This is an optimization exercise on Yosys and OpenROAD, whose aim is small area and a short achievable clock period, not a production implementation.
RTL that was checked went through simulation tests only; none was proved equivalent to the original.
Power and IR drop assume default switching activity.

// instr_fetch
module instr_fetch (
  input  logic        Clock,
  input  logic        Reset,
  input  logic        Start,
  input  logic        LoadEn,
  input  logic [7:0]  LoadAddr,
  input  logic [15:0] LoadData,
  input  logic        Stall,
  output logic [15:0] Instruction,
  output logic        InstrValid,
  output logic [7:0]  PC,
  output logic        Halted
);
  localparam logic [3:0] HALT_OP = 4'hF;
  localparam logic [3:0] JMP_OP  = 4'hE;
  logic               running;
  logic               wr_en;
  logic               wr_byp;     
  logic [7:0]         wr_addr;
  logic [15:0]        wr_data;
  logic               wr_en_k;
  logic [7:0]         wr_addr_n;
  always_ff @(posedge Clock) begin
    wr_en     <= LoadEn & ~running;
    wr_en_k   <= LoadEn & ~running;
    wr_byp    <= LoadEn & ~running & (LoadAddr == 8'd0);
    wr_addr   <= LoadAddr;
    wr_addr_n <= ~LoadAddr;
    wr_data   <= LoadData;
  end
  logic               phase;
  logic [255:0][15:0] store;
  logic [15:0]        wdec_hi, wdec_lo;
  logic [15:0]        kdec_hi, kdec_lo;
  logic [15:0]        dd;
  always_ff @(posedge Clock) begin
    phase <= ~phase;
  end
  always_comb begin
  ...
clock: 6.0 ns
lec_check: 0
cap_margin: 20
core_margin: 2
core_utilization: 30
setup_slack_margin: 2.5
slew_margin: 20
run.sh (not shown) runs the stock make flow with config.mk's settings and CLKGATE_MAP_FILE= SYNTH_SCRIPT=/design/flow/synth_recipe.tcl, a recipe that flattens the netlist after the stock synthesis.
The starting point never finished: it broke off in 5_1_grt.
==> next run, changes <==
SETUP_SLACK_MARGIN = not set   (was 2.5)
Result: The changed run never finished: it broke off in 5_1_grt. Synthesized area stays the same. Synthesized cell count stays the same.
Function was not checked in any run of this note: the RTL went through the layout flow alone.

========
the reference run:
Another version of the RTL of instr_fetch (not shown whole).
Size in the first run: roughly 12,000 cells after synthesis, ~55 I/O pins, ~140,000 sq um of cells after synthesis.
==> flow/config.mk <==
export PLATFORM = sky130hd
export DESIGN_NAME = instr_fetch
export DESIGN_NICKNAME = instr_fetch
export VERILOG_FILES = /design/flow/design.v
export SDC_FILE = /design/flow/constraint.sdc
export NUM_CORES = 4
export LEC_CHECK = 0
export CAP_MARGIN = 20
export CORE_MARGIN = 2
export CORE_UTILIZATION = 55
export CTS_CLUSTER_DIAMETER = 80
export CTS_CLUSTER_SIZE = 22
export SETUP_SLACK_MARGIN = 3.0
export SLEW_MARGIN = 20
export SYNTH_HIERARCHICAL = 1
==> flow/constraint.sdc <==
create_clock -name core_clock -period 6.0 [get_ports {Clock}]
set_input_delay 1.2000 -clock core_clock [delete_from_list [all_inputs] [get_ports {Clock}]]
set_output_delay 1.2000 -clock core_clock [all_outputs]
set_load 0.01 [all_outputs]
[inputs] the trial run vs the reference run
Settings: CTS_CLUSTER_SIZE removed (was 22); CTS_CLUSTER_DIAMETER removed (was 80); CORE_UTILIZATION changed from 55 to 40.
Notes after the runs:
When the trial run is measured against the reference run, its actual slew at the worst max-slew pin turns out 9.7 ps lower. On worst hold slack: between the trial run and the reference run, it ends up lower for the trial run. Taking the trial run over the reference run, the count of clock buffers in the final design ratio works out to 2.8. Summary of the trial run over the reference run: weighted congestion reported at the end of routability-driven placement shows a reduction of about 2.6%, utilization decreased by 14 points relative to the old numbers, non-clock buffer total of the final layout increased 36, area of the die now larger.

========
JK:
The RTL this note starts from:
==> flow/design.v <==
module if_cell (
  input  logic Clock,
  input  logic wsel,    
  input  logic keep,    
  input  logic dd,      
  output logic q
);
  always_ff @(posedge Clock) begin
    q <= ~((q | wsel) & (dd | keep));
  end
endmodule
module if_col (
  input  logic [255:0] q,
  input  logic [255:0] rsel,
  input  logic         extra,
  output logic         y
);
  assign y = (|(q & rsel)) | extra;
endmodule
module instr_fetch (
  input  logic        Clock,
  input  logic        Reset,
  input  logic        Start,
  input  logic        LoadEn,
  input  logic [7:0]  LoadAddr,
  input  logic [15:0] LoadData,
  input  logic        Stall,
  output logic [15:0] Instruction,
  output logic        InstrValid,
  output logic [7:0]  PC,
  output logic        Halted
);
  logic               running;
  logic               wr_en;
  logic               wr_byp;     
  logic [7:0]         wr_addr;
  logic [15:0]        wr_data;
  logic               phase;
  always_ff @(posedge Clock) begin
    wr_en   <= LoadEn & ~running;
    wr_byp  <= LoadEn & ~running & (LoadAddr == 8'd0);
    wr_addr <= LoadAddr;
    wr_data <= LoadData;
    phase   <= ~phase;
  end
  logic [15:0]  wdec_hi, wdec_lo;
  logic [255:0] wsel, keep;
  logic [15:0]  dd;
  for (genvar k = 0; k < 16; k++) begin : g_wdec
    assign wdec_hi[k] = wr_en & (wr_addr[7:4] == 4'(k));
    assign wdec_lo[k] = (wr_addr[3:0] == 4'(k));
  end
  for (genvar i = 0; i < 256; i++) begin : g_wsel
    assign wsel[i] = wdec_hi[i / 16] & wdec_lo[i % 16];
    assign keep[i] = ~wsel[i];
  end
  assign dd = wr_data ^ {16{phase}};
  logic [15:0]  rd_hi, rd_lo;
  logic [255:0] rsel;
  for (genvar i = 0; i < 256; i++) begin : g_rsel
    if (i == 0) begin : g_z
      assign rsel[i] = rd_hi[0] & rd_lo[0] & ~wr_byp;
    end else begin : g_nz
      assign rsel[i] = rd_hi[i / 16] & rd_lo[i % 16];
    end
  end
  logic [255:0][15:0] cells;
  logic [15:0][255:0] cols;
  logic [15:0]        raw;
  logic [15:0]        word;
  for (genvar i = 0; i < 256; i++) begin : g_word
    for (genvar b = 0; b < 16; b++) begin : g_bit
      if_cell u_cell (
        .Clock (Clock),
        .wsel  (wsel[i]),
        .keep  (keep[i]),
        .dd    (dd[b]),
        .q     (cells[i][b])
      );
      assign cols[b][i] = cells[i][b];
    end
  end
  for (genvar b = 0; b < 16; b++) begin : g_col
    if_col u_col (.q(cols[b]), .rsel(rsel), .extra(dd[b] & wr_byp), .y(raw[b]));
  end
  assign word = raw ^ {16{phase}};
  logic spec, is_jmp, is_halt;
  logic adv, step, jump, hold;
  logic [15:0] jhi, jlo;
  assign spec    = word[15] & word[14] & word[13];
  assign is_jmp  = spec & ~word[12];
  assign is_halt = spec & word[12];
  assign adv     = running & ~Stall;
  assign step    = adv & ~spec;
  assign jump    = adv & is_jmp;
  assign hold    = running & (Stall | is_halt);
  for (genvar k = 0; k < 16; k++) begin : g_jdec
    assign jhi[k] = (word[7:4] == 4'(k));
    assign jlo[k] = (word[3:0] == 4'(k));
  end
  logic [15:0] rd_hi_n, rd_lo_n;
  for (genvar k = 0; k < 16; k++) begin : g_rdn
    localparam int KM = (k + 15) % 16;
    assign rd_lo_n[k] = (~running & ((k == 0) ? Start : (~Start & rd_lo[k]))) |
                        (hold & rd_lo[k]) | (step & rd_lo[KM]) | (jump & jlo[k]);
    assign rd_hi_n[k] = (~running & ((k == 0) ? Start : (~Start & rd_hi[k]))) |
                        ((hold | (step & ~rd_lo[15])) & rd_hi[k]) |
                        (step & rd_lo[15] & rd_hi[KM]) | (jump & jhi[k]);
  end
  always_ff @(posedge Clock or negedge Reset) begin
    if (!Reset) begin
      rd_hi <= 16'd1;
      rd_lo <= 16'd1;
    end else begin
      rd_hi <= rd_hi_n;
      rd_lo <= rd_lo_n;
    end
  end
  for (genvar j = 0; j < 4; j++) begin : g_enc
    logic [15:0] mask;
    for (genvar k = 0; k < 16; k++) begin : g_m
      assign mask[k] = ((k >> j) & 1) != 0;
    end
    assign PC[j]     = |(rd_lo & mask);
    assign PC[j + 4] = |(rd_hi & mask);
  end
  always_ff @(posedge Clock or negedge Reset) begin
    if (!Reset) begin
      running     <= 1'b0;
      Instruction <= '0;
      InstrValid  <= 1'b0;
      Halted      <= 1'b0;
    end else if (!running) begin
      InstrValid <= 1'b0;
      if (Start) begin
        running <= 1'b1;
        Halted  <= 1'b0;
      end
    end else if (!Stall) begin
      if (is_jmp) begin
        InstrValid <= 1'b0;
      end else if (is_halt) begin
        running    <= 1'b0;
        Halted     <= 1'b1;
        InstrValid <= 1'b0;
      end else begin
        Instruction <= word;
        InstrValid  <= 1'b1;
      end
    end
  end
endmodule
Settings: LEC_CHECK=0, CAP_MARGIN=20, CORE_MARGIN=2, CORE_UTILIZATION=55, CTS_CLUSTER_DIAMETER=80, CTS_CLUSTER_SIZE=22, PLACE_DENSITY=0.68, SETUP_SLACK_MARGIN=3.5, SLEW_MARGIN=20, SYNTH_HIERARCHICAL=1; clock period 6.0 ns.
To summarise JK: no stage aborted, but the layout did not pass its checks, failing on max-capacitance violations, max-slew violations.
Changes in MS relative to JK:
Settings: changing SETUP_SLACK_MARGIN from 3.5 to 3.0; removing PLACE_DENSITY (formerly 0.68).
### Flow results
Delta (MS minus JK): critical path data arrival time down 0.12 ns; switching power went down 1.0 mW; global routing met1 resource utilization went up 1.2 points.
Measured against MS, the number of DRC violations after detailed-routing iteration 0 of JK comes out at 1.4 times the reference value.
Out of JK and MS, the only run to close with the timing, design-rule and antenna checks passing was MS.
Every stage of JK finished as expected; the final checks, on the other hand, flagged max-capacitance violations, max-slew violations, which means the layout fails.
Between MS and JK, it is MS whose critical path depth is higher, by 5.
NOTE: clock buffer count in MS falls short of that of JK
Launch point of the critical path = rd_hi[3]$_DFF_PN0_: MS; launch point of the critical path = rd_lo[15]$_DFF_PN0_: JK
Taking MS as 1.0, JK lands at 1.13 on multi-input logic area.

==> separate check: timing with driven ports <==
The flow's constraints put no driver on any port. The routed layouts listed below were extracted and timed again, unchanged, in two steps.
Step 1: set_driving_cell puts a clkbuf_16 on Clock and a buf_2 on each other input, an assumption about the parent block.
Step 2, shift: input delay + t, output delay - t, t = (earliest + latest rising clock arrival at the registers) / 2. This alone moves slack from input paths to output paths.
a / b / c = ideal ports / drivers / drivers and shift; a / b = the first two.
run | t (ns) | slack for setup (ns) | latest minus earliest clock arrival (ns) | slew at the worst register clock pin (ns) | cell pins on the clock port's net
the reference run | 1.003 | 1.796 / 1.796 / 1.796 | 0.057 / 0.056 | 0.10 / 0.10 | 1
the trial run | 1.083 | 1.723 / 1.723 / 1.723 | 0.093 / 0.094 | 0.07 / 0.07 | 1
JK | 1.040 | 1.161 / 1.161 / 1.161 | 0.039 / 0.039 | 0.10 / 0.10 | 1
MS | 1.004 | 1.311 / 1.311 / 1.311 | 0.047 / 0.047 | 0.10 / 0.10 | 1
